This design comes from an exercise in tuning for small area, a short achievable clock period and few clock cycles per item on the open sky130 flow, not from production work. The RTL was checked by simulation tests, not by an equivalence proof against the original design.

==> design/flow/design.v <==
package ipg_pkg;
   localparam logic [15:0] MAX_ITER_RESET = 16'd256;
endpackage
module iteration_palette_gradient_top (
   input  logic             clock,
   input  logic             reset,
   input  logic             req_valid,
   output logic             req_ready,
   input  logic [15:0]      req_iteration_count,
   output logic             rsp_valid,
   input  logic             rsp_ready,
   output logic [7:0]       rsp_red,
   output logic [7:0]       rsp_green,
   output logic [7:0]       rsp_blue,
   input  logic             csr_wr_en,
   input  logic [15:0]      csr_wr_data
);
   function automatic logic [59:0] pal_booth3x(input logic [4:0] s);
      logic [59:0] c;
      case (s)
         5'd0: c = 60'h800448002281029;
         5'd1: c = 60'h801218104980022;
         5'd2: c = 60'h8120a8004480022;
         5'd3: c = 60'h8120a8012181049;
         5'd4: c = 60'h8120a8012180044;
         5'd5: c = 60'h801218012180121;
         5'd6: c = 60'h800448012180121;
         5'd7: c = 60'h810498012180121;
         5'd8: c = 60'h800228004480121;
         5'd9: c = 60'h800118104980044;
         5'd10: c = 60'hc50998002280044;
         5'd11: c = 60'hd1c4ac40c180121;
         5'd12: c = 60'hd1c4ad0a0280022;
         5'd13: c = 60'hd4aa0d4a9180011;
         5'd14: c = 60'hd0a02d4a9100000;
         5'd15: c = 60'hc40c1d0a02c5099;
         5'd16: c = 60'hc5099d1a29c50aa;
         5'd17: c = 60'h00000c40c1d1a29;
         5'd18: c = 60'h80011c50aad4aa0;
         5'd19: c = 60'hc4091c40a0d1c4a;
         5'd20: c = 60'hc40a1c40a1d1c4a;
         5'd21: c = 60'hc50aac40a1d4aa0;
         5'd22: c = 60'hd1a29c40a0d0a02;
         default: c = 60'h0;
      endcase
      pal_booth3x = c;
   endfunction
   function automatic logic [53:0] pal_booth3(input logic [4:0] s);
      logic [53:0] c;
      case (s)
         5'd0: c = 54'h00044000881029;
         5'd1: c = 54'h00121041240022;
         5'd2: c = 54'h0120a001100022;
         5'd3: c = 54'h0120a004841049;
         5'd4: c = 54'h0120a004840044;
         5'd5: c = 54'h00121004840121;
         5'd6: c = 54'h00044004840121;
         5'd7: c = 54'h01049004840121;
         5'd8: c = 54'h00022001100121;
         5'd9: c = 54'h00011041240044;
         5'd10: c = 54'h05099000880044;
         5'd11: c = 54'h11c4a103040121;
         5'd12: c = 54'h11c4a428080022;
         5'd13: c = 54'h14aa052a440011;
         5'd14: c = 54'h10a0252a440000;
         5'd15: c = 54'h040c1428085099;
         5'd16: c = 54'h05099468a450aa;
         5'd17: c = 54'h00000103051a29;
         5'd18: c = 54'h00011142a94aa0;
         5'd19: c = 54'h04091102811c4a;
         5'd20: c = 54'h040a1102851c4a;
         5'd21: c = 54'h050aa102854aa0;
         5'd22: c = 54'h11a29102810a02;
         default: c = 54'h0;
      endcase
      pal_booth3 = c;
   endfunction
   function automatic logic [35:0] pal_booth(input logic [4:0] s);
      logic [35:0] c;
      case (s)
         5'd0: c = 36'h04806e015;
         5'd1: c = 36'h0b104506e;
         5'd2: c = 36'h08604806e;
         5'd3: c = 36'h0860b1045;
         5'd4: c = 36'h0860b1048;
         5'd5: c = 36'h0b10b10b1;
         5'd6: c = 36'h0480b10b1;
         5'd7: c = 36'h0450b10b1;
         5'd8: c = 36'h06e0480b1;
         5'd9: c = 36'h009045048;
         5'd10: c = 36'h02d06e048;
         5'd11: c = 36'ha461410b1;
         5'd12: c = 36'ha4618e06e;
         5'd13: c = 36'hab0aa9009;
         5'd14: c = 36'h18eaa9000;
         5'd15: c = 36'h14118e02d;
         5'd16: c = 36'h02d195156;
         5'd17: c = 36'h000141195;
         5'd18: c = 36'h009156ab0;
         5'd19: c = 36'h029030a46;
         5'd20: c = 36'h031031a46;
         5'd21: c = 36'h156031ab0;
         5'd22: c = 36'h19503018e;
         default: c = 36'h0;
      endcase
      pal_booth = c;
   endfunction
   function automatic logic [23:0] pal_blend(input logic [5:0] ix);
      logic [23:0] c;
      case (ix)
         6'd0: c = 24'h190a08;
         6'd1: c = 24'h2d140f;
         6'd2: c = 24'h2d140f;
         6'd3: c = 24'h462319;
         6'd4: c = 24'h462319;
         6'd5: c = 24'h643723;
         6'd6: c = 24'h643723;
         6'd7: c = 24'h825032;
         6'd8: c = 24'h825032;
         6'd9: c = 24'ha06946;
         6'd10: c = 24'ha06946;
         6'd11: c = 24'hb9825f;
         6'd12: c = 24'hb9825f;
         6'd13: c = 24'hcd9b78;
         6'd14: c = 24'hcd9b78;
         6'd15: c = 24'hdcb491;
         6'd16: c = 24'hdcb491;
         6'd17: c = 24'he6c8aa;
         6'd18: c = 24'he6c8aa;
         6'd19: c = 24'hebd7be;
         6'd20: c = 24'hebd7be;
         6'd21: c = 24'he6e1d2;
         6'd22: c = 24'he6e1d2;
         6'd23: c = 24'hb4d2eb;
         6'd24: c = 24'hb4d2eb;
         6'd25: c = 24'h82b4f5;
         6'd26: c = 24'h82b4f5;
         6'd27: c = 24'h5a91fa;
         6'd28: c = 24'h5a91fa;
         6'd29: c = 24'h3c6efa;
         6'd30: c = 24'h3c6efa;
         6'd31: c = 24'h2d50f5;
         6'd32: c = 24'h2d50f5;
         6'd33: c = 24'h2837eb;
         6'd34: c = 24'h2837eb;
         6'd35: c = 24'h2828d2;
         6'd36: c = 24'h2828d2;
         6'd37: c = 24'h2d1eaa;
         6'd38: c = 24'h2d1eaa;
         6'd39: c = 24'h2a1678;
         6'd40: c = 24'h2a1678;
         6'd41: c = 24'h230f46;
         6'd42: c = 24'h230f46;
         6'd43: c = 24'h19081e;
         6'd44: c = 24'h19081e;
         6'd45: c = 24'h000000;
         default: c = 24'h0;
      endcase
      pal_blend = c;
   endfunction
   logic [15:0] lim;
   logic [16:0] dv;
   logic        en;
   logic        rdy;
   logic [14:0] vld;
   logic [15:0] c_in;
   logic        out_v, skid_v, skid_v_n;
   logic [23:0] out_c, skid_c;
   logic [20:0] n_1;
   logic [0:0] int_2;
   logic [20:0] n_p1;
   logic [0:0] int_p1;
   logic [17:0] t_3;
   logic [16:0] h_4;
   logic [3:0] lo_5;
   logic [0:0] q_6;
   logic [0:0] int_p2;
   logic [16:0] h_p2;
   logic [3:0] lo_p2;
   logic [0:0] q_p2;
   logic [17:0] t_7;
   logic [16:0] h_8;
   logic [2:0] lo_9;
   logic [1:0] q_10;
   logic [0:0] int_p3;
   logic [16:0] h_p3;
   logic [2:0] lo_p3;
   logic [1:0] q_p3;
   logic [17:0] t_11;
   logic [16:0] h_12;
   logic [1:0] lo_13;
   logic [2:0] q_14;
   logic [0:0] int_p4;
   logic [16:0] h_p4;
   logic [1:0] lo_p4;
   logic [2:0] q_p4;
   logic [17:0] t_15;
   logic [16:0] h_16;
   logic [0:0] lo_17;
   logic [3:0] q_18;
   logic [0:0] int_p5;
   logic [16:0] h_p5;
   logic [0:0] lo_p5;
   logic [3:0] q_p5;
   logic [17:0] t_19;
   logic [16:0] h_20;
   logic [4:0] q_21;
   logic [0:0] int_p6;
   logic [16:0] h_p6;
   logic [4:0] q_p6;
   logic [4:0] s_22;
   logic [59:0] bdr_23;
   logic [0:0] hz_24;
   logic [53:0] bd_25;
   logic [2:0] sb_26;
   logic [5:0] ix_27;
   logic [16:0] h_p7;
   logic [53:0] bd_p7;
   logic [2:0] sb_p7;
   logic [5:0] ix_p7;
   logic [19:0] hx_28;
   logic [19:0] v00_29;
   logic [19:0] v01_30;
   logic [19:0] v02_31;
   logic [22:0] e00_32;
   logic [22:0] e01_33;
   logic [22:0] e02_34;
   logic [22:0] e03_35;
   logic [22:0] dm0_36;
   logic [22:0] sa0_37;
   logic [22:0] ca0_38;
   logic [22:0] sb0_39;
   logic [22:0] cb0_40;
   logic [22:0] ps0_41;
   logic [22:0] pc0_42;
   logic [19:0] v10_43;
   logic [19:0] v11_44;
   logic [19:0] v12_45;
   logic [22:0] e10_46;
   logic [22:0] e11_47;
   logic [22:0] e12_48;
   logic [22:0] e13_49;
   logic [22:0] dm1_50;
   logic [22:0] sa1_51;
   logic [22:0] ca1_52;
   logic [22:0] sb1_53;
   logic [22:0] cb1_54;
   logic [22:0] ps1_55;
   logic [22:0] pc1_56;
   logic [19:0] v20_57;
   logic [19:0] v21_58;
   logic [19:0] v22_59;
   logic [22:0] e20_60;
   logic [22:0] e21_61;
   logic [22:0] e22_62;
   logic [22:0] e23_63;
   logic [22:0] dm2_64;
   logic [22:0] sa2_65;
   logic [22:0] ca2_66;
   logic [22:0] sb2_67;
   logic [22:0] cb2_68;
   logic [22:0] ps2_69;
   logic [22:0] pc2_70;
   logic [2:0] sb_p8;
   logic [5:0] ix_p8;
   logic [22:0] ps0_p8;
   logic [22:0] pc0_p8;
   logic [22:0] ps1_p8;
   logic [22:0] pc1_p8;
   logic [22:0] ps2_p8;
   logic [22:0] pc2_p8;
   logic [22:0] tt0_71;
   logic [16:0] ch0_72;
   logic [4:0] cl0_73;
   logic [1:0] cq0_74;
   logic [22:0] tt1_75;
   logic [16:0] ch1_76;
   logic [4:0] cl1_77;
   logic [1:0] cq1_78;
   logic [22:0] tt2_79;
   logic [16:0] ch2_80;
   logic [4:0] cl2_81;
   logic [1:0] cq2_82;
   logic [5:0] ix_p9;
   logic [16:0] ch0_p9;
   logic [4:0] cl0_p9;
   logic [1:0] cq0_p9;
   logic [16:0] ch1_p9;
   logic [4:0] cl1_p9;
   logic [1:0] cq1_p9;
   logic [16:0] ch2_p9;
   logic [4:0] cl2_p9;
   logic [1:0] cq2_p9;
   logic [17:0] t_83;
   logic [16:0] ch0_84;
   logic [3:0] cl0_85;
   logic [2:0] cq0_86;
   logic [17:0] t_87;
   logic [16:0] ch1_88;
   logic [3:0] cl1_89;
   logic [2:0] cq1_90;
   logic [17:0] t_91;
   logic [16:0] ch2_92;
   logic [3:0] cl2_93;
   logic [2:0] cq2_94;
   logic [5:0] ix_p10;
   logic [16:0] ch0_p10;
   logic [3:0] cl0_p10;
   logic [2:0] cq0_p10;
   logic [16:0] ch1_p10;
   logic [3:0] cl1_p10;
   logic [2:0] cq1_p10;
   logic [16:0] ch2_p10;
   logic [3:0] cl2_p10;
   logic [2:0] cq2_p10;
   logic [17:0] t_95;
   logic [16:0] ch0_96;
   logic [2:0] cl0_97;
   logic [3:0] cq0_98;
   logic [17:0] t_99;
   logic [16:0] ch1_100;
   logic [2:0] cl1_101;
   logic [3:0] cq1_102;
   logic [17:0] t_103;
   logic [16:0] ch2_104;
   logic [2:0] cl2_105;
   logic [3:0] cq2_106;
   logic [5:0] ix_p11;
   logic [16:0] ch0_p11;
   logic [2:0] cl0_p11;
   logic [3:0] cq0_p11;
   logic [16:0] ch1_p11;
   logic [2:0] cl1_p11;
   logic [3:0] cq1_p11;
   logic [16:0] ch2_p11;
   logic [2:0] cl2_p11;
   logic [3:0] cq2_p11;
   logic [17:0] t_107;
   logic [16:0] ch0_108;
   logic [1:0] cl0_109;
   logic [4:0] cq0_110;
   logic [17:0] t_111;
   logic [16:0] ch1_112;
   logic [1:0] cl1_113;
   logic [4:0] cq1_114;
   logic [17:0] t_115;
   logic [16:0] ch2_116;
   logic [1:0] cl2_117;
   logic [4:0] cq2_118;
   logic [5:0] ix_p12;
   logic [16:0] ch0_p12;
   logic [1:0] cl0_p12;
   logic [4:0] cq0_p12;
   logic [16:0] ch1_p12;
   logic [1:0] cl1_p12;
   logic [4:0] cq1_p12;
   logic [16:0] ch2_p12;
   logic [1:0] cl2_p12;
   logic [4:0] cq2_p12;
   logic [17:0] t_119;
   logic [16:0] ch0_120;
   logic [0:0] cl0_121;
   logic [5:0] cq0_122;
   logic [17:0] t_123;
   logic [16:0] ch1_124;
   logic [0:0] cl1_125;
   logic [5:0] cq1_126;
   logic [17:0] t_127;
   logic [16:0] ch2_128;
   logic [0:0] cl2_129;
   logic [5:0] cq2_130;
   logic [5:0] ix_p13;
   logic [16:0] ch0_p13;
   logic [0:0] cl0_p13;
   logic [5:0] cq0_p13;
   logic [16:0] ch1_p13;
   logic [0:0] cl1_p13;
   logic [5:0] cq1_p13;
   logic [16:0] ch2_p13;
   logic [0:0] cl2_p13;
   logic [5:0] cq2_p13;
   logic [17:0] t_131;
   logic [6:0] cq0_132;
   logic [17:0] t_133;
   logic [6:0] cq1_134;
   logic [17:0] t_135;
   logic [6:0] cq2_136;
   logic [5:0] ix_p14;
   logic [6:0] cq0_p14;
   logic [6:0] cq1_p14;
   logic [6:0] cq2_p14;
   logic [23:0] kb_137;
   logic [23:0] col_138;
   always_ff @(posedge clock) begin
      if (reset) begin
         lim <= 16'd256;
         dv  <= 17'd256;
      end else if (csr_wr_en) begin
         lim <= csr_wr_data;
         dv  <= {1'b0, csr_wr_data[15:1], csr_wr_data[0] | (csr_wr_data == 16'd0)};
      end
   end
   assign en = !skid_v;
   always_ff @(posedge clock) begin
      if (reset) begin
         vld <= '0;
      end else if (en) begin
         vld <= {vld[13:0], req_valid};
      end
   end
   always_ff @(posedge clock) begin
      if (en) begin
         c_in <= req_iteration_count;
      end
   end
   assign n_1 = ({5'd0, c_in} << 4) + ({5'd0, c_in} << 3) - {5'd0, c_in};
   assign int_2 = (c_in >= lim);
   assign t_3 = {1'b0, n_p1[20:4]} + ({1'b0, dv} ^ {18{1'b1}}) + {17'd0, 1'b1};
   assign h_4 = t_3[16:0];
   assign lo_5 = n_p1[3:0];
   assign q_6 = !t_3[16];
   assign t_7 = {h_p2, lo_p2[3]} + ({1'b0, dv} ^ {18{!h_p2[16]}}) + {17'd0, !h_p2[16]};
   assign h_8 = t_7[16:0];
   assign lo_9 = lo_p2[2:0];
   assign q_10 = {q_p2, !t_7[16]};
   assign t_11 = {h_p3, lo_p3[2]} + ({1'b0, dv} ^ {18{!h_p3[16]}}) + {17'd0, !h_p3[16]};
   assign h_12 = t_11[16:0];
   assign lo_13 = lo_p3[1:0];
   assign q_14 = {q_p3, !t_11[16]};
   assign t_15 = {h_p4, lo_p4[1]} + ({1'b0, dv} ^ {18{!h_p4[16]}}) + {17'd0, !h_p4[16]};
   assign h_16 = t_15[16:0];
   assign lo_17 = lo_p4[0:0];
   assign q_18 = {q_p4, !t_15[16]};
   assign t_19 = {h_p5, lo_p5[0]} + ({1'b0, dv} ^ {18{!h_p5[16]}}) + {17'd0, !h_p5[16]};
   assign h_20 = t_19[16:0];
   assign q_21 = {q_p5, !t_19[16]};
   assign s_22 = int_p6 ? 5'd23 : q_p6;
   assign bdr_23 = pal_booth3x(s_22);
   assign hz_24 = (h_p6 == 17'd0);
   assign sb_26[0] = !bdr_23[19] | hz_24 | (bdr_23[18] == h_p6[16]);
   assign bd_25[0 +: 12] = bdr_23[0 +: 12];
   assign bd_25[12 +: 6] = bdr_23[12 +: 6] + {5'd0, sb_26[0]};
   assign sb_26[1] = !bdr_23[39] | hz_24 | (bdr_23[38] == h_p6[16]);
   assign bd_25[18 +: 12] = bdr_23[20 +: 12];
   assign bd_25[30 +: 6] = bdr_23[32 +: 6] + {5'd0, sb_26[1]};
   assign sb_26[2] = !bdr_23[59] | hz_24 | (bdr_23[58] == h_p6[16]);
   assign bd_25[36 +: 12] = bdr_23[40 +: 12];
   assign bd_25[48 +: 6] = bdr_23[52 +: 6] + {5'd0, sb_26[2]};
   assign ix_27 = {s_22, h_p6[16]};
   assign hx_28 = {{3{h_p7[16]}}, h_p7};
   assign v00_29 = (({20{bd_p7[0]}} & hx_28) | ({20{bd_p7[1]}} & {hx_28[18:0], 1'b0}) | ({20{bd_p7[2]}} & {hx_28[17:0], 2'b0})) ^ {20{bd_p7[3]}};
   assign v01_30 = (({20{bd_p7[4]}} & hx_28) | ({20{bd_p7[5]}} & {hx_28[18:0], 1'b0}) | ({20{bd_p7[6]}} & {hx_28[17:0], 2'b0})) ^ {20{bd_p7[7]}};
   assign v02_31 = (({20{bd_p7[8]}} & hx_28) | ({20{bd_p7[9]}} & {hx_28[18:0], 1'b0}) | ({20{bd_p7[10]}} & {hx_28[17:0], 2'b0})) ^ {20{bd_p7[11]}};
   assign e00_32 = {{3{v00_29[19]}}, v00_29};
   assign e01_33 = {{1{v01_30[19]}}, v01_30, 2'b00};
   assign e02_34 = {v02_31[18:0], 4'b0000};
   assign e03_35 = {17'd0, bd_p7[17:12]};
   assign dm0_36 = {1'b0, dv, 5'd0} ^ {23{sb_p7[0]}};
   assign sa0_37 = e00_32 ^ e01_33 ^ e02_34;
   assign ca0_38 = {(e00_32[21:0] & e01_33[21:0]) | (e00_32[21:0] & e02_34[21:0]) | (e01_33[21:0] & e02_34[21:0]), 1'b0};
   assign sb0_39 = sa0_37 ^ ca0_38 ^ dm0_36;
   assign cb0_40 = {(sa0_37[21:0] & ca0_38[21:0]) | (sa0_37[21:0] & dm0_36[21:0]) | (ca0_38[21:0] & dm0_36[21:0]), 1'b0};
   assign ps0_41 = sb0_39 ^ cb0_40 ^ e03_35;
   assign pc0_42 = {(sb0_39[21:0] & cb0_40[21:0]) | (sb0_39[21:0] & e03_35[21:0]) | (cb0_40[21:0] & e03_35[21:0]), 1'b0};
   assign v10_43 = (({20{bd_p7[18]}} & hx_28) | ({20{bd_p7[19]}} & {hx_28[18:0], 1'b0}) | ({20{bd_p7[20]}} & {hx_28[17:0], 2'b0})) ^ {20{bd_p7[21]}};
   assign v11_44 = (({20{bd_p7[22]}} & hx_28) | ({20{bd_p7[23]}} & {hx_28[18:0], 1'b0}) | ({20{bd_p7[24]}} & {hx_28[17:0], 2'b0})) ^ {20{bd_p7[25]}};
   assign v12_45 = (({20{bd_p7[26]}} & hx_28) | ({20{bd_p7[27]}} & {hx_28[18:0], 1'b0}) | ({20{bd_p7[28]}} & {hx_28[17:0], 2'b0})) ^ {20{bd_p7[29]}};
   assign e10_46 = {{3{v10_43[19]}}, v10_43};
   assign e11_47 = {{1{v11_44[19]}}, v11_44, 2'b00};
   assign e12_48 = {v12_45[18:0], 4'b0000};
   assign e13_49 = {17'd0, bd_p7[35:30]};
   assign dm1_50 = {1'b0, dv, 5'd0} ^ {23{sb_p7[1]}};
   assign sa1_51 = e10_46 ^ e11_47 ^ e12_48;
   assign ca1_52 = {(e10_46[21:0] & e11_47[21:0]) | (e10_46[21:0] & e12_48[21:0]) | (e11_47[21:0] & e12_48[21:0]), 1'b0};
   assign sb1_53 = sa1_51 ^ ca1_52 ^ dm1_50;
   assign cb1_54 = {(sa1_51[21:0] & ca1_52[21:0]) | (sa1_51[21:0] & dm1_50[21:0]) | (ca1_52[21:0] & dm1_50[21:0]), 1'b0};
   assign ps1_55 = sb1_53 ^ cb1_54 ^ e13_49;
   assign pc1_56 = {(sb1_53[21:0] & cb1_54[21:0]) | (sb1_53[21:0] & e13_49[21:0]) | (cb1_54[21:0] & e13_49[21:0]), 1'b0};
   assign v20_57 = (({20{bd_p7[36]}} & hx_28) | ({20{bd_p7[37]}} & {hx_28[18:0], 1'b0}) | ({20{bd_p7[38]}} & {hx_28[17:0], 2'b0})) ^ {20{bd_p7[39]}};
   assign v21_58 = (({20{bd_p7[40]}} & hx_28) | ({20{bd_p7[41]}} & {hx_28[18:0], 1'b0}) | ({20{bd_p7[42]}} & {hx_28[17:0], 2'b0})) ^ {20{bd_p7[43]}};
   assign v22_59 = (({20{bd_p7[44]}} & hx_28) | ({20{bd_p7[45]}} & {hx_28[18:0], 1'b0}) | ({20{bd_p7[46]}} & {hx_28[17:0], 2'b0})) ^ {20{bd_p7[47]}};
   assign e20_60 = {{3{v20_57[19]}}, v20_57};
   assign e21_61 = {{1{v21_58[19]}}, v21_58, 2'b00};
   assign e22_62 = {v22_59[18:0], 4'b0000};
   assign e23_63 = {17'd0, bd_p7[53:48]};
   assign dm2_64 = {1'b0, dv, 5'd0} ^ {23{sb_p7[2]}};
   assign sa2_65 = e20_60 ^ e21_61 ^ e22_62;
   assign ca2_66 = {(e20_60[21:0] & e21_61[21:0]) | (e20_60[21:0] & e22_62[21:0]) | (e21_61[21:0] & e22_62[21:0]), 1'b0};
   assign sb2_67 = sa2_65 ^ ca2_66 ^ dm2_64;
   assign cb2_68 = {(sa2_65[21:0] & ca2_66[21:0]) | (sa2_65[21:0] & dm2_64[21:0]) | (ca2_66[21:0] & dm2_64[21:0]), 1'b0};
   assign ps2_69 = sb2_67 ^ cb2_68 ^ e23_63;
   assign pc2_70 = {(sb2_67[21:0] & cb2_68[21:0]) | (sb2_67[21:0] & e23_63[21:0]) | (cb2_68[21:0] & e23_63[21:0]), 1'b0};
   assign tt0_71 = ps0_p8 + pc0_p8;
   assign ch0_72 = tt0_71[21:5];
   assign cl0_73 = tt0_71[4:0];
   assign cq0_74 = {sb_p8[0], !tt0_71[22]};
   assign tt1_75 = ps1_p8 + pc1_p8;
   assign ch1_76 = tt1_75[21:5];
   assign cl1_77 = tt1_75[4:0];
   assign cq1_78 = {sb_p8[1], !tt1_75[22]};
   assign tt2_79 = ps2_p8 + pc2_p8;
   assign ch2_80 = tt2_79[21:5];
   assign cl2_81 = tt2_79[4:0];
   assign cq2_82 = {sb_p8[2], !tt2_79[22]};
   assign t_83 = {ch0_p9, cl0_p9[4]} + ({1'b0, dv} ^ {18{!ch0_p9[16]}}) + {17'd0, !ch0_p9[16]};
   assign ch0_84 = t_83[16:0];
   assign cl0_85 = cl0_p9[3:0];
   assign cq0_86 = {cq0_p9, !t_83[16]};
   assign t_87 = {ch1_p9, cl1_p9[4]} + ({1'b0, dv} ^ {18{!ch1_p9[16]}}) + {17'd0, !ch1_p9[16]};
   assign ch1_88 = t_87[16:0];
   assign cl1_89 = cl1_p9[3:0];
   assign cq1_90 = {cq1_p9, !t_87[16]};
   assign t_91 = {ch2_p9, cl2_p9[4]} + ({1'b0, dv} ^ {18{!ch2_p9[16]}}) + {17'd0, !ch2_p9[16]};
   assign ch2_92 = t_91[16:0];
   assign cl2_93 = cl2_p9[3:0];
   assign cq2_94 = {cq2_p9, !t_91[16]};
   assign t_95 = {ch0_p10, cl0_p10[3]} + ({1'b0, dv} ^ {18{!ch0_p10[16]}}) + {17'd0, !ch0_p10[16]};
   assign ch0_96 = t_95[16:0];
   assign cl0_97 = cl0_p10[2:0];
   assign cq0_98 = {cq0_p10, !t_95[16]};
   assign t_99 = {ch1_p10, cl1_p10[3]} + ({1'b0, dv} ^ {18{!ch1_p10[16]}}) + {17'd0, !ch1_p10[16]};
   assign ch1_100 = t_99[16:0];
   assign cl1_101 = cl1_p10[2:0];
   assign cq1_102 = {cq1_p10, !t_99[16]};
   assign t_103 = {ch2_p10, cl2_p10[3]} + ({1'b0, dv} ^ {18{!ch2_p10[16]}}) + {17'd0, !ch2_p10[16]};
   assign ch2_104 = t_103[16:0];
   assign cl2_105 = cl2_p10[2:0];
   assign cq2_106 = {cq2_p10, !t_103[16]};
   assign t_107 = {ch0_p11, cl0_p11[2]} + ({1'b0, dv} ^ {18{!ch0_p11[16]}}) + {17'd0, !ch0_p11[16]};
   assign ch0_108 = t_107[16:0];
   assign cl0_109 = cl0_p11[1:0];
   assign cq0_110 = {cq0_p11, !t_107[16]};
   assign t_111 = {ch1_p11, cl1_p11[2]} + ({1'b0, dv} ^ {18{!ch1_p11[16]}}) + {17'd0, !ch1_p11[16]};
   assign ch1_112 = t_111[16:0];
   assign cl1_113 = cl1_p11[1:0];
   assign cq1_114 = {cq1_p11, !t_111[16]};
   assign t_115 = {ch2_p11, cl2_p11[2]} + ({1'b0, dv} ^ {18{!ch2_p11[16]}}) + {17'd0, !ch2_p11[16]};
   assign ch2_116 = t_115[16:0];
   assign cl2_117 = cl2_p11[1:0];
   assign cq2_118 = {cq2_p11, !t_115[16]};
   assign t_119 = {ch0_p12, cl0_p12[1]} + ({1'b0, dv} ^ {18{!ch0_p12[16]}}) + {17'd0, !ch0_p12[16]};
   assign ch0_120 = t_119[16:0];
   assign cl0_121 = cl0_p12[0:0];
   assign cq0_122 = {cq0_p12, !t_119[16]};
   assign t_123 = {ch1_p12, cl1_p12[1]} + ({1'b0, dv} ^ {18{!ch1_p12[16]}}) + {17'd0, !ch1_p12[16]};
   assign ch1_124 = t_123[16:0];
   assign cl1_125 = cl1_p12[0:0];
   assign cq1_126 = {cq1_p12, !t_123[16]};
   assign t_127 = {ch2_p12, cl2_p12[1]} + ({1'b0, dv} ^ {18{!ch2_p12[16]}}) + {17'd0, !ch2_p12[16]};
   assign ch2_128 = t_127[16:0];
   assign cl2_129 = cl2_p12[0:0];
   assign cq2_130 = {cq2_p12, !t_127[16]};
   assign t_131 = {ch0_p13, cl0_p13[0]} + ({1'b0, dv} ^ {18{!ch0_p13[16]}}) + {17'd0, !ch0_p13[16]};
   assign cq0_132 = {cq0_p13, !t_131[16]};
   assign t_133 = {ch1_p13, cl1_p13[0]} + ({1'b0, dv} ^ {18{!ch1_p13[16]}}) + {17'd0, !ch1_p13[16]};
   assign cq1_134 = {cq1_p13, !t_133[16]};
   assign t_135 = {ch2_p13, cl2_p13[0]} + ({1'b0, dv} ^ {18{!ch2_p13[16]}}) + {17'd0, !ch2_p13[16]};
   assign cq2_136 = {cq2_p13, !t_135[16]};
   assign kb_137 = pal_blend(ix_p14);
   assign col_138[0+:8] = kb_137[0+:8] + {{2{!cq0_p14[6]}}, cq0_p14[5:0]};
   assign col_138[8+:8] = kb_137[8+:8] + {{2{!cq1_p14[6]}}, cq1_p14[5:0]};
   assign col_138[16+:8] = kb_137[16+:8] + {{2{!cq2_p14[6]}}, cq2_p14[5:0]};
   always_ff @(posedge clock) begin
      if (en) begin
         n_p1 <= n_1;
         int_p1 <= int_2;
      end
   end
   always_ff @(posedge clock) begin
      if (en) begin
         int_p2 <= int_p1;
         h_p2 <= h_4;
         lo_p2 <= lo_5;
         q_p2 <= q_6;
      end
   end
   always_ff @(posedge clock) begin
      if (en) begin
         int_p3 <= int_p2;
         h_p3 <= h_8;
         lo_p3 <= lo_9;
         q_p3 <= q_10;
      end
   end
   always_ff @(posedge clock) begin
      if (en) begin
         int_p4 <= int_p3;
         h_p4 <= h_12;
         lo_p4 <= lo_13;
         q_p4 <= q_14;
      end
   end
   always_ff @(posedge clock) begin
      if (en) begin
         int_p5 <= int_p4;
         h_p5 <= h_16;
         lo_p5 <= lo_17;
         q_p5 <= q_18;
      end
   end
   always_ff @(posedge clock) begin
      if (en) begin
         int_p6 <= int_p5;
         h_p6 <= h_20;
         q_p6 <= q_21;
      end
   end
   always_ff @(posedge clock) begin
      if (en) begin
         h_p7 <= h_p6;
         bd_p7 <= bd_25;
         sb_p7 <= sb_26;
         ix_p7 <= ix_27;
      end
   end
   always_ff @(posedge clock) begin
      if (en) begin
         sb_p8 <= sb_p7;
         ix_p8 <= ix_p7;
         ps0_p8 <= ps0_41;
         pc0_p8 <= pc0_42;
         ps1_p8 <= ps1_55;
         pc1_p8 <= pc1_56;
         ps2_p8 <= ps2_69;
         pc2_p8 <= pc2_70;
      end
   end
   always_ff @(posedge clock) begin
      if (en) begin
         ix_p9 <= ix_p8;
         ch0_p9 <= ch0_72;
         cl0_p9 <= cl0_73;
         cq0_p9 <= cq0_74;
         ch1_p9 <= ch1_76;
         cl1_p9 <= cl1_77;
         cq1_p9 <= cq1_78;
         ch2_p9 <= ch2_80;
         cl2_p9 <= cl2_81;
         cq2_p9 <= cq2_82;
      end
   end
   always_ff @(posedge clock) begin
      if (en) begin
         ix_p10 <= ix_p9;
         ch0_p10 <= ch0_84;
         cl0_p10 <= cl0_85;
         cq0_p10 <= cq0_86;
         ch1_p10 <= ch1_88;
         cl1_p10 <= cl1_89;
         cq1_p10 <= cq1_90;
         ch2_p10 <= ch2_92;
         cl2_p10 <= cl2_93;
         cq2_p10 <= cq2_94;
      end
   end
   always_ff @(posedge clock) begin
      if (en) begin
         ix_p11 <= ix_p10;
         ch0_p11 <= ch0_96;
         cl0_p11 <= cl0_97;
         cq0_p11 <= cq0_98;
         ch1_p11 <= ch1_100;
         cl1_p11 <= cl1_101;
         cq1_p11 <= cq1_102;
         ch2_p11 <= ch2_104;
         cl2_p11 <= cl2_105;
         cq2_p11 <= cq2_106;
      end
   end
   always_ff @(posedge clock) begin
      if (en) begin
         ix_p12 <= ix_p11;
         ch0_p12 <= ch0_108;
         cl0_p12 <= cl0_109;
         cq0_p12 <= cq0_110;
         ch1_p12 <= ch1_112;
         cl1_p12 <= cl1_113;
         cq1_p12 <= cq1_114;
         ch2_p12 <= ch2_116;
         cl2_p12 <= cl2_117;
         cq2_p12 <= cq2_118;
      end
   end
   always_ff @(posedge clock) begin
      if (en) begin
         ix_p13 <= ix_p12;
         ch0_p13 <= ch0_120;
         cl0_p13 <= cl0_121;
         cq0_p13 <= cq0_122;
         ch1_p13 <= ch1_124;
         cl1_p13 <= cl1_125;
         cq1_p13 <= cq1_126;
         ch2_p13 <= ch2_128;
         cl2_p13 <= cl2_129;
         cq2_p13 <= cq2_130;
      end
   end
   always_ff @(posedge clock) begin
      if (en) begin
         ix_p14 <= ix_p13;
         cq0_p14 <= cq0_132;
         cq1_p14 <= cq1_134;
         cq2_p14 <= cq2_136;
      end
   end
   always_comb begin
      if (skid_v) begin
         skid_v_n = !rsp_ready;
      end else if (out_v && !rsp_ready) begin
         skid_v_n = vld[14];
      end else begin
         skid_v_n = 1'b0;
      end
   end
   always_ff @(posedge clock) begin
      if (reset) begin
         out_v  <= 1'b0;
         skid_v <= 1'b0;
         rdy    <= 1'b1;
      end else begin
         skid_v <= skid_v_n;
         rdy    <= !skid_v_n;
         if (skid_v) begin
            if (rsp_ready) begin
               out_v <= 1'b1;
            end
         end else if (!(out_v && !rsp_ready)) begin
            out_v <= vld[14];
         end
      end
   end
   always_ff @(posedge clock) begin
      if (skid_v) begin
         if (rsp_ready) begin
            out_c <= skid_c;
         end
      end else if (out_v && !rsp_ready) begin
         skid_c <= col_138;
      end else begin
         out_c <= col_138;
      end
   end
   assign req_ready = rdy;
   assign rsp_valid = out_v;
   assign rsp_red   = out_c[7:0];
   assign rsp_green = out_c[15:8];
   assign rsp_blue  = out_c[23:16];
endmodule
==> design/flow/flow/run.sh <==
#!/bin/bash
set -euo pipefail
MARGIN=$(cat flow/margin.txt)
bash standard.sh synth > synth.log 2>&1
bash standard.sh SETUP_SLACK_MARGIN=$MARGIN finish > layout.log 2>&1
==> design/flow/flow/margin.txt <==
6.0
==> design/flow/standard.sh <==
#!/bin/bash
# synth_recipe.tcl (not shown) runs the flow's synth.tcl, then flattens the netlist and writes it again
# the make line also repeats each setting of config.mk as NAME=value (left out here)
make -C /OpenROAD-flow-scripts/flow DESIGN_CONFIG=/design/flow/config.mk WORK_HOME=/design/flow/orfs CLKGATE_MAP_FILE= SYNTH_SCRIPT=/design/flow/synth_recipe.tcl "${@:-finish}"
==> design/flow/config.mk <==
export PLATFORM = sky130hd
export DESIGN_NAME = iteration_palette_gradient_top
export DESIGN_NICKNAME = iteration_palette_gradient_top
export VERILOG_FILES = /design/flow/design.v
export SDC_FILE = /design/flow/constraint.sdc
export NUM_CORES = 4
export LEC_CHECK = 0
export CAP_MARGIN = 20
export CORE_MARGIN = 2
export CORE_UTILIZATION = 40
export SETUP_SLACK_MARGIN = 5
export SLEW_MARGIN = 20
==> design/flow/constraint.sdc <==
create_clock -name core_clock -period 9.5 [get_ports {clock}]
set_input_delay 1.9000 -clock core_clock [delete_from_list [all_inputs] [get_ports {clock}]]
set_output_delay 1.9000 -clock core_clock [all_outputs]
set_load 0.01 [all_outputs]
==> impl_results.md, run 1 <==
* H-tree depth at 3
* CTS tree: built
* Syn_nets at 6011
* Io pins at between 60 and 70
* Met2 global-route usage at 28.8%
* Final setup vio count at 0
* PortBufs at slightly above 60
* Initial DRC Count at ~3200
* Grt peak-use layer: met2
* Register area share after synthesis at 43.7%
* Hold Violations, Final at 0
* Dpl ws at 5780 ps
* FF-to-FF End: ps0_p8[4]$_DFFE_PN_
* Diode count at 0
* Routed wire length at 135 mm
* Gp weighted congestion at 0.847
* Post-route minimum period at 3340 ps
* Critical path launch point type: flip-flop
* Via count at 39792
* Largest net degree at the start of global routing at ~160
* Mean Syn Cell Area at 11.2 um^2
* Vias/cell at approximately 5.4
* Warnings, synthesis at 1
* Drt first pass iters at 17
* GR Util All Layers at 17.5%
* Critical path arrival at 3810 ps
* Clock sinks at 886
* Tightest Hold Check Type: reg2reg
* Synth Cell Area at 0.0595 mm^2
* Max Cap Violations at 0
* Worst Min Path Start: ix_p9[0]$_DFFE_PN_
* Hold path depth at 0
* Clk root buf: clkbuf_16
* Final worst slack at between 6000 and 7000 ps
* HPWL after DPL at 90.8 mm
* Drt wl/cell at 18.3 um
* CP Data Required Time at 9980 ps
* Starting Density at between 40% and 50%
* Status: no timing/DRC/antenna violations
* GRT overflow at 0
* Leading register cell type out of synthesis: edfxtp_1
* Crit path capture type: flip-flop
* Die outline height at between 300 and 400 um
* FFs w/ async S/R, synth at 0%
* Worst reg2reg path depth at 7
* Synth top area share at 41.7%
* Leading cell type in the layout, fill and taps excluded: edfxtp_1
* Layout Utilization at 45.2%
* Chip width at 390 um
* NumNets Final at 6076
* Largest cells by area after synthesis: edfxtp_1, ha_1, xnor2_1, fa_1, xor2_1
* CTS hold repair buffers at 0
* Die Area at 0.152 mm^2
* Min Hold Slack at 404 ps
* Slew Limit Fails at 0
* Vias in the first global route at 38967
* Row cnt at 141
* WS Path Type: reg2reg
* Achievable Freq at 300 MHz
* Dominant cell type by area after synthesis: edfxtp_1
* R2r startpoint: h_p7[3]$_DFFE_PN_
* Fin crit share at 35.1%
* R2R setup slack at 6160 ps
* Clock slew at reported path FFs at 60 ps
* Setup Skew at approximately 42 ps
* CTS buffer count at roughly 100
* Core Area at 0.148 mm^2
* Critical path peak fanout at 27
* Clock latency at the later pin of the worst-skew pair at 720 ps
* Synthesis-to-finish area growth at 12.1%
* Most frequent cells in the layout: edfxtp_1, xnor2_1, ha_1, inv_1, a21oi_1
* Dpl cells at 7070
* Area after DPL at between 0.06 and 0.07 mm^2
* Unrepaired setup endpoints after global routing: yes
* Initial antenna violation count at 0
* Final instance area at 0.0667 mm^2
* Gate Count Post-Synth at 5307
* Share of cells above drive strength 1 at between 8 and 9%
* DRC at 0
* WHS Endpoint: ix_p10[0]$_DFFE_PN_
* Slew headroom at 22.9%
* Final setup TNS at 0 ps
* Post-synth EDFFs at 827
* Clock Tree Buf Depth at 3
* Synth unique cells at 86
* Seq cells post-synth at 886
* Crit path launch: h_p7[3]$_DFFE_PN_
* Met3 usage in global routing at 2.43%
* First-pass GRT wire length at 212 mm
* Non-Filler Instances at 7390
* Met1 Use GR at between 20% and 30%
* Final ANT Viol Nets at 0
* Worst-margin pin slew at 1160 ps
==> kinds of logic (layout without fill, tap and decap cells) <==
kind of cell | Yosys count | count (layout) | share of synthesized area [%]
AO/OA/AOI/OAI | 1223 | 1223 | 14.7
AND/OR/NAND/NOR | 986 | 986 | 7.89
flip-flops | 886 | 886 | 43.7
XOR/XNOR | 855 | 855 | 12.6
adder cells (fa/ha/maj) | 667 | 667 | 16.0
buffers and inverters | 628 | 780 | 4.04
multiplexers | 62 | 63 | 1.11
==> sequential cells by signal, indices dropped and copies added (netlist names), 21 cells and up <==
| signal | count |
|---|---|
| ps0_p8 | 23 |
| kb_137 | 24 |
| pc0_p8 | 22 |
| skid_c | 24 |
| n_p1 | 21 |
| pc2_p8 | 22 |
| pc1_p8 | 22 |
| out_c | 24 |
| ps1_p8 | 23 |
| bd_p7 | 40 |
| ps2_p8 | 23 |
==> critical path: stages, from the launching register on <==
cell and delay (ps):
edfxtp_1 1100, a222oi_1 240, xnor2_1 260, fa_1 470
fa_1 490, inv_1 50, fa_1 480, inv_1 40
==> synthesized netlist by cell type, drive strengths merged, types with 67 or more instances <==
cell type	number
edfxtp	827
xnor2	667
ha	511
inv	357
a21oi	309
nor2	309
nand2	241
o21ai	234
clkbuf	196
xor2	188
fa	156
a21o	137
a222oi	120
nand2b	79
buf	73
o21a	67
==> per-layer routing <==
metal | routed length [um] | vias up
met5 | 0 | -
met4 | 4290 | 0
met3 | 5970 | 223
met2 | 63500 | 890
met1 | 61400 | 19258
li1 | - | 19421
==> repair_timing <==
item / CTS / global route
pin swaps: 0 / 0
buffers inserted: 0 / 117
gates resized for setup: 24 / 16
cloned: 0 / 2
setup endpoints to repair: 55 / 77
==> final cells by class <==
type                    count  area [um^2]
inverters                 359         1360
repair buffers            227         2220
repair inverters            1         5.00
clock inverters            70          762
flip-flops and latches    886        26000
fillers                 13527        81000
well taps                1930         2410
clock buffers             123         2730
multi-input cells        3794        31100
==> worst max-delay path by stage <==
stage | endpoint
floorplan | skid_c[0]$_DFFE_PP_
CTS | rsp_green[5]
finish | ps0_p8[4]$_DFFE_PN_
global placement | skid_c[15]$_DFFE_PP_
global route | kb_137[12]$_DFF_P_
detailed placement | dv[0]$_SDFFE_PP0P_
Testbench counts, summed over its fixed seeds: cycles 4,928, items 4,800.
==> run 2: changes to the inputs <==
==> design/flow/flow/margin.txt (replaced) <==
6.5
==> impl_results.md, run 2 <==
* Starting Density at 40.3% (unchanged)
* Footprint of the multi-input gates at 0.0316 mm^2 (+1.5%)
* WS Path Type: reg2out
* Reg with most FFs: bd_p7
* H-tree depth at 3 (unchanged)
* Adder-cell area share of the yosys netlist at 16.0% (unchanged)
* Leading cell type in the layout, fill and taps excluded: edfxtp_1
* NumNets Final at 6190 (+1.9%)
* Crit path capture type: output port
* Share of cells above drive strength 1 at 12.2% (+3.6 points)
* Seq cells post-synth at 886 (unchanged)
* Vias in the first global route at 39402 (+1.1%)
* Critical path arrival at 1230 ps (-2580 ps)
* Post-Synth Simple-Gate Area at 7.89% (unchanged)
* Final setup vio count at 0 (unchanged)
* Synth Area in XOR/XNOR at 12.6% (unchanged)
* Unrepaired setup endpoints after global routing: yes
* Worst path top cell family by delay: flip-flops
* Largest cells by area after synthesis: edfxtp_1, ha_1, xnor2_1, fa_1, xor2_1
* Synth unique cells at 86 (unchanged)
* GR Util All Layers at 18.4% (+0.97 points)
* FFs w/ async S/R, synth at 0% (unchanged)
* Clock Tree Buf Depth at 3 (unchanged)
* Register area share after synthesis at 43.7% (unchanged)
* Syn_nets at 6011 (unchanged)
* Dominant cell type by area after synthesis: edfxtp_1
* Slew Limit Fails at 0 (unchanged)
* Critical path launch point type: flip-flop
* Clock sinks at 886 (unchanged)
* CTS tree: built
* First-pass GRT wire length at 221 mm (+4.2%)
* Fin crit share at 32.9% (-2.2 points)
* Gp weighted congestion at 0.851 (+0.44%)
* Setup Skew at 59.4 ps (+17.8 ps)
* Post-synth EDFFs at 827 (unchanged)
* Min Hold Slack at 412 ps (+7.24 ps)
* Count leader, synth: edfxtp_1
* Mux cell area share after synthesis at 1.11% (unchanged)
* GRT overflow at 0 (unchanged)
* Max incr delay on CP at 370 ps (-730 ps)
* Sequential Area at 0.0261 mm^2 (about the same)
* Drt wl/cell at 19.5 um (+6.4%)
* Io pins at 63 (unchanged)
* CP bufs+invs at 1 (-1)
* Die Area at 0.152 mm^2 (unchanged)
* Diode count at 0 (unchanged)
* Warnings, synthesis at 1 (unchanged)
* Dpl ws at 5780 ps (+1.07 ps)
* Vias/cell at 5.44 (+1.1%)
* Critical-path cell list: buf_2
* Synthesis-to-finish area growth at 14.8%
* Chip width at 390 um (unchanged)
* Leading register cell type out of synthesis: edfxtp_1
* Mean Syn Cell Area at 11.2 um^2 (unchanged)
* Worst-margin pin slew at 1040 ps (-112 ps)
* Largest family of logic cells by synthesized area: adder cells
* Critical path peak fanout at 1 (-96%)
* Row cnt at 141 (unchanged)
* HPWL after DPL at 90.6 mm (-0.24%)
* Final ANT Viol Nets at 0 (unchanged)
* CP Data Required Time at 7600 ps (-2380 ps)
* R2R setup slack at 6510 ps (+350 ps)
* # fillers at 13406 (-0.89%)
* Core Area at 0.148 mm^2 (unchanged)
* Slew headroom at 30.3% (+7.4 points)
* Max reg flops at 40 (unchanged)
* Achievable Freq at 320 MHz (+6.7%)
* Largest net degree at the start of global routing at 196 (+25%)
* Final worst slack at 6370 ps (+209 ps)
* Clock latency at the later pin of the worst-skew pair at 730 ps (about the same)
* Synth top cells by count: edfxtp_1, xnor2_1, ha_1
* Final setup TNS at 0 ps (unchanged)
* Tightest Hold Check Type: reg2reg
* Gate Count Post-Synth at 5307 (unchanged)
* Routed wire length at 146 mm (+8.0%)
* CTS buffer count at 102 (-0.97%)
* Synth Cell Area at 0.0595 mm^2 (unchanged)
* Synth top area share at 41.7% (unchanged)
* Layout Utilization at 46.2% (+1.1 points)
* Die outline height at 390 um (unchanged)
* Slowest-stage cell, CP: edfxtp_1
* Clock slew at reported path FFs at 60 ps (about the same)
* Most frequent cells in the layout: edfxtp_1, xnor2_1, ha_1, inv_1, nor2_1
* DRC at 0 (unchanged)
* Clk root buf: clkbuf_16
* Hold Violations, Final at 0 (unchanged)
* Compound-cell area share of the yosys netlist at 14.7% (unchanged)
* Max Cap Violations at 0 (unchanged)
* Drt first pass iters at 13 (-4)
* Initial DRC Count at 3771 (+19%)
* Status: no timing/DRC/antenna violations
* Initial antenna violation count at 4 (+4)
* Via count at 40804 (+2.5%)
* Post-route minimum period at 3130 ps (-209 ps)
* PortBufs at 62 (unchanged)
## run 2: per-layer routing
metal,routed length (um),track usage [%],vias to the layer above,part of all wire (%)
li1,-,-,19663,-
met1,64400,24.6,19717,44
met2,68100,30.0,1143,47
met3,7860,2.50,281,5.4
met4,5540,7.75,0,3.8
met5,0,0,-,0
## run 2: cells by family (layout without fill, tap and decap cells)
group,after synthesis,after routing
DFF,886,886
buffers and inverters,628,889
AOI/OAI and AO/OA,1223,1223
xor gates and xnor gates,855,855
and+or+nand+nor,986,986
adders and majority gates,667,667
muxes,62,63
## run 2: layout make-up
type	count	share of cell area [%]
Timing Repair inverter	1	0.00733
Sequential cell	886	38.2
Clock inverter	58	1.08
Timing Repair Buffer	342	4.89
Tap cell	1930	3.54
Inverter	359	2.00
Multi-Input combinational cell	3794	46.3
Clock buffer	129	4.04
## run 2: timing repair
item / 4_1_cts / 5_1_grt
setup endpoints to repair: 819 / 530
buffers inserted: 144 / 87
pin swaps: 8 / 45
resized for setup: 189 / 103
hold buffers: 0 / 0
gates cloned: 3 / 7
## run 2: through the flow
step | instances | instance area, um^2
after floorplan | 5307 | 59600
after global placement | 7069 | 61900
after detailed placement | 7071 | 61900
after CTS | 7405 | 67000
after global routing | 7499 | 68300
final | 7499 | 68300
## run 2: worst paths after layout
check / endpoint / from / cells after the start
setup / recovery: rsp_red[3] / out_c[3]$_DFFE_PP_ / 1
hold / removal: q_p4[1]$_DFFE_PN_ / q_p3[0]$_DFFE_PN_ / 0
setup reg to reg: ps1_p8[4]$_DFFE_PN_ / h_p7[2]$_DFFE_PN_ / 8
hold reg to reg: q_p4[1]$_DFFE_PN_ / q_p3[0]$_DFFE_PN_ / 0
## run 2: worst register-to-register path, delay by kind of cell, from the launching register on
kind                     cells  cell delay, ps
adder cells (fa/ha/maj)      3            1430
flip-flops                   1             430
XOR/XNOR                     1             200
buffers and inverters        3             270
AO/OA/AOI/OAI                1             430
==> run 3: changes to the inputs <==
--- a/design/flow/design.v
+++ b/design/flow/design.v
@@ -162,8 +162,7 @@
    logic [16:0] dv;
    logic        en;
    logic        rdy;
-   logic [14:0] vld;
-   logic [15:0] c_in;
+   logic [13:0] vld;
    logic        out_v, skid_v, skid_v_n;
    logic [23:0] out_c, skid_c;
    logic [20:0] n_1;
@@ -405,16 +404,11 @@
       if (reset) begin
          vld <= '0;
       end else if (en) begin
-         vld <= {vld[13:0], req_valid};
+         vld <= {vld[12:0], req_valid};
       end
    end
-   always_ff @(posedge clock) begin
-      if (en) begin
-         c_in <= req_iteration_count;
-      end
-   end
-   assign n_1 = ({5'd0, c_in} << 4) + ({5'd0, c_in} << 3) - {5'd0, c_in};
-   assign int_2 = (c_in >= lim);
+   assign n_1 = ({5'd0, req_iteration_count} << 4) + ({5'd0, req_iteration_count} << 3) - {5'd0, req_iteration_count};
+   assign int_2 = (req_iteration_count >= lim);
    assign t_3 = {1'b0, n_p1[20:4]} + ({1'b0, dv} ^ {18{1'b1}}) + {17'd0, 1'b1};
    assign h_4 = t_3[16:0];
    assign lo_5 = n_p1[3:0];
@@ -707,7 +701,7 @@
       if (skid_v) begin
          skid_v_n = !rsp_ready;
       end else if (out_v && !rsp_ready) begin
-         skid_v_n = vld[14];
+         skid_v_n = vld[13];
       end else begin
          skid_v_n = 1'b0;
       end
@@ -725,7 +719,7 @@
                out_v <= 1'b1;
             end
          end else if (!(out_v && !rsp_ready)) begin
-            out_v <= vld[14];
+            out_v <= vld[13];
          end
       end
    end
==> design/flow/flow/margin.txt (replaced) <==
6.0
==> impl_results.md, run 3 <==
* Share of cells above drive strength 1 at 8.39% (-3.8 points)
* Dpl ws at 4320 ps (-1460 ps)
* Die Area at 0.151 mm^2 (-0.79%)
* Synth top cells by count: edfxtp_1, xnor2_1, ha_1
* Non-Filler Instances at 7254 (-3.3%)
* Clock sinks at 869 (-1.9%)
* Vias/cell at 5.32 (-2.1%)
* Starting Density at 40.4% (+0.11 points)
* Worst-margin pin slew at 1210 ps (+170 ps)
* Via count at 38624 (-5.3%)
* Most frequent cells in the layout: edfxtp_1, xnor2_1, ha_1, inv_1, nor2_1
* Hold Violations, Final at 0 (unchanged)
* Final setup TNS at 0 ps (unchanged)
* Die outline height at 388 um (-0.39%)
* Largest cells by area after synthesis: edfxtp_1, ha_1, xnor2_1, fa_1, xor2_1
* Synth Cell Area at 0.0590 mm^2 (-0.79%)
* Status: no timing/DRC/antenna violations
* Syn_nets at 5973 (-0.63%)
* R2R setup slack at 6170 ps (-340 ps)
* # fillers at 13529 (+0.92%)
* Leading cell type in the layout, fill and taps excluded: edfxtp_1
* Worst reg2reg path depth at 6 (-2)
* Fin crit share at 39.9% (+7.0 points)
* Critical path depth in cells at 11 (+10)
* Critical path peak fanout at 2 (+1)
* WS Path Type: in2reg
* Area after DPL at 0.0615 mm^2 (-0.60%)
* Drt first pass iters at 13 (unchanged)
* Vias in the first global route at 38226 (-3.0%)
* Crit path capture type: flip-flop
* Reg with most FFs: bd_p7
* Crit path launch: req_iteration_count[4]
* Post-route minimum period at 3790 ps (+663 ps)
* Footprint of the multi-input gates at 0.0312 mm^2 (-1.2%)
* Unrepaired setup endpoints after global routing: yes
* CP Data Required Time at 9950 ps (+2350 ps)
* GR Util All Layers at 17.1% (-1.3 points)
* Dominant cell type by area after synthesis: edfxtp_1
* Tightest Hold Check Type: reg2reg
* Leading register cell type out of synthesis: edfxtp_1
* Initial DRC Count at 3373 (-11%)
* Initial antenna violation count at 1 (-3)
* Largest net degree at the start of global routing at 175 (-11%)
* Core Area at 0.146 mm^2 (-1.1%)
* Final instance area at 0.0653 mm^2 (-4.4%)
* Critical-path cell list: buf_8 -> clkinvlp_4 -> fa_1 -> ha_4 -> and4b_1 -> o311a_4 -> o31ai_4 -> o311ai_2 -> a21oi_2 -> o21bai_1 -> xnor2_1
* Row cnt at 140 (-0.71%)
* GRT overflow at 0 (unchanged)
* Mean Syn Cell Area at 11.2 um^2 (about the same)
* Max incr delay on CP at 550 ps (+180 ps)
* Chip width at 388 um (-0.39%)
* PortBufs at 62 (unchanged)
* Io pins at 63 (unchanged)
* Final ANT Viol Nets at 0 (unchanged)
* CTS hold repair buffers at 0 (unchanged)
* Synth top area share at 41.3% (-0.48 points)
* Max reg flops at 40 (unchanged)
* Final setup vio count at 0 (unchanged)
* DRC at 0 (unchanged)
* Worst path top cell family by delay: compound AO/OA/AOI/OAI gates
* Slowest-stage cell, CP: fa_1
* Slew Limit Fails at 0 (unchanged)
* Clock Tree Buf Depth at 3 (unchanged)
* Clk root buf: clkbuf_16
* Achievable Freq at 264 MHz (-18%)
* Count leader, synth: edfxtp_1
* First-pass GRT wire length at 208 mm (-6.0%)
* Min Hold Slack at 407 ps (-4.55 ps)
* Final worst slack at 5710 ps (-663 ps)
* CTS tree: built
* Layout Utilization at 44.7% (-1.6 points)
* Slew headroom at 19.0% (-11 points)
* Sequential Area at 0.0255 mm^2 (-2.0%)
* NumNets Final at 5958 (-3.7%)
* Setup Skew at 28.6 ps (-30.8 ps)
* HPWL after DPL at 89.7 mm (-0.91%)
* FF-to-FF End: ps1_p8[21]$_DFFE_PN_
* Worst setup path end: n_p1[20]$_DFFE_PN_
* R2r startpoint: bd_p7[34]$_DFFE_PN_
* Dpl cells at 7027 (-0.62%)
* Gate Count Post-Synth at 5268 (-0.73%)
* Critical path arrival at 4240 ps (+3010 ps)
* Max Cap Violations at 0 (unchanged)
* Gp weighted congestion at 0.841 (-1.2%)
* FFs w/ async S/R, synth at 0% (unchanged)
* CP bufs+invs at 2 (+1)
* Diode count at 0 (unchanged)
* Clock latency at the later pin of the worst-skew pair at 720 ps (about the same)
* Register area share after synthesis at 43.2% (-0.50 points)
* Synth unique cells at 94 (+9.3%)
* Seq cells post-synth at 869 (-1.9%)
* Synthesis-to-finish area growth at 10.6%
* Warnings, synthesis at 1 (unchanged)
* Clock slew at reported path FFs at 60 ps (about the same)
* H-tree depth at 3 (unchanged)
* Post-synth EDFFs at 811 (-1.9%)
* Critical path launch point type: input pin
* Routed wire length at 131 mm (-10%)
* Drt wl/cell at 18.0 um (-7.2%)
* CTS buffer count at 101 (-0.98%)
run 3: changes by cell type after synthesis, sizes merged, moves of 16 or more:
cell / previous run / this run
buf: 73 / 96
xnor2: 667 / 683
a31oi: 37 / 59
edfxtp: 827 / 811
and3: 40 / 21
inv: 357 / 380
clkbuf: 196 / 173
run 3: worst min-delay path by stage:
stage,start,to,cells past startpoint
after global routing,cl0_p9[3]$_DFFE_PN_,cl0_p10[3]$_DFFE_PN_,0
final,cl0_p9[3]$_DFFE_PN_,cl0_p10[3]$_DFFE_PN_,0
after global placement,ix_p11[0]$_DFFE_PN_,ix_p12[0]$_DFFE_PN_,0
after CTS,cl0_p9[3]$_DFFE_PN_,cl0_p10[3]$_DFFE_PN_,0
after detailed placement,cl1_p11[0]$_DFFE_PN_,cl1_p12[0]$_DFFE_PN_,0
after floorplan,cl0_p9[0]$_DFFE_PN_,cl0_p10[0]$_DFFE_PN_,0
run 3: cell type report:
cell class | count | share of cell area (%)
clock inverters | 66 | 1.01
flip-flops and latches | 869 | 39.1
repair buffers | 151 | 2.13
clock buffers | 121 | 4.03
inverters | 380 | 2.21
multi-input cells | 3750 | 47.8
well taps | 1917 | 3.67
run 3: logic make-up (layout without fill, tap and decap cells):
logic type,Yosys count,count (layout),share of synthesized area [%]
compound gates,1221,1221,15.1
simple gates,942,942,7.52
flops,869,869,43.2
xor+xnor,861,861,12.8
fa+ha+maj,668,668,16.1
buf+inv,649,718,4.23
mux,58,58,1.03
run 3: layer usage:
metal	GRT usage [%]	share of wire (%)
met2	28.5	46
met5	0	0
met4	5.43	2.8
met3	1.94	4.1
met1	23.3	47
run 3: timing repair:
action	4_1_cts	5_1_grt
setup endpoints to repair	166	195
gates resized for setup	83	31
setup buffers	12	26
pin swaps	14	10
run 3: worst reg2reg max path: stages (launching register included):
cell and delay [ps]:
edfxtp_1 490, inv_1 790, mux2_2 450, fa_1 530, fa_1 500, inv_1 40
ha_1 280
Testbench counts of run 3, summed over its fixed seeds: cycles 4,920, items 4,800.

## afterwards: timing with drivers on the ports
No port has a modelled driver above. Below, the same layouts with a new extraction and two added sets of constraints. Step 1 assumes that a clkbuf_16 drives the clock port and a buf_2 every other input. Step 2 adds t to the input delays and takes it off the output delays; t is the mean of the earliest and latest rising clock arrival at the registers after step 1. Input paths then give back, and output paths get back, about the clock's delay inside the block. Three values: ideal, step 1, step 2; two values: the first two.
run | shift t [ns] | slack for setup (ns) | worst register clock-pin slew, ns | cell pins on the clock port's net
run 1 | 0.771 | 6.164 / 6.121 / 5.806 | 0.06 / 0.06 | 1
run 2 | 0.783 | 6.374 / 6.295 / 5.983 | 0.07 / 0.07 | 1
run 3 | 0.773 | 5.710 / 5.730 / 4.957 | 0.07 / 0.07 | 1
After both steps every run listed still meets setup and hold. The setup slack of run 3, which loses most, moves by +0.020 ns with the drivers and by -0.753 ns with both steps.
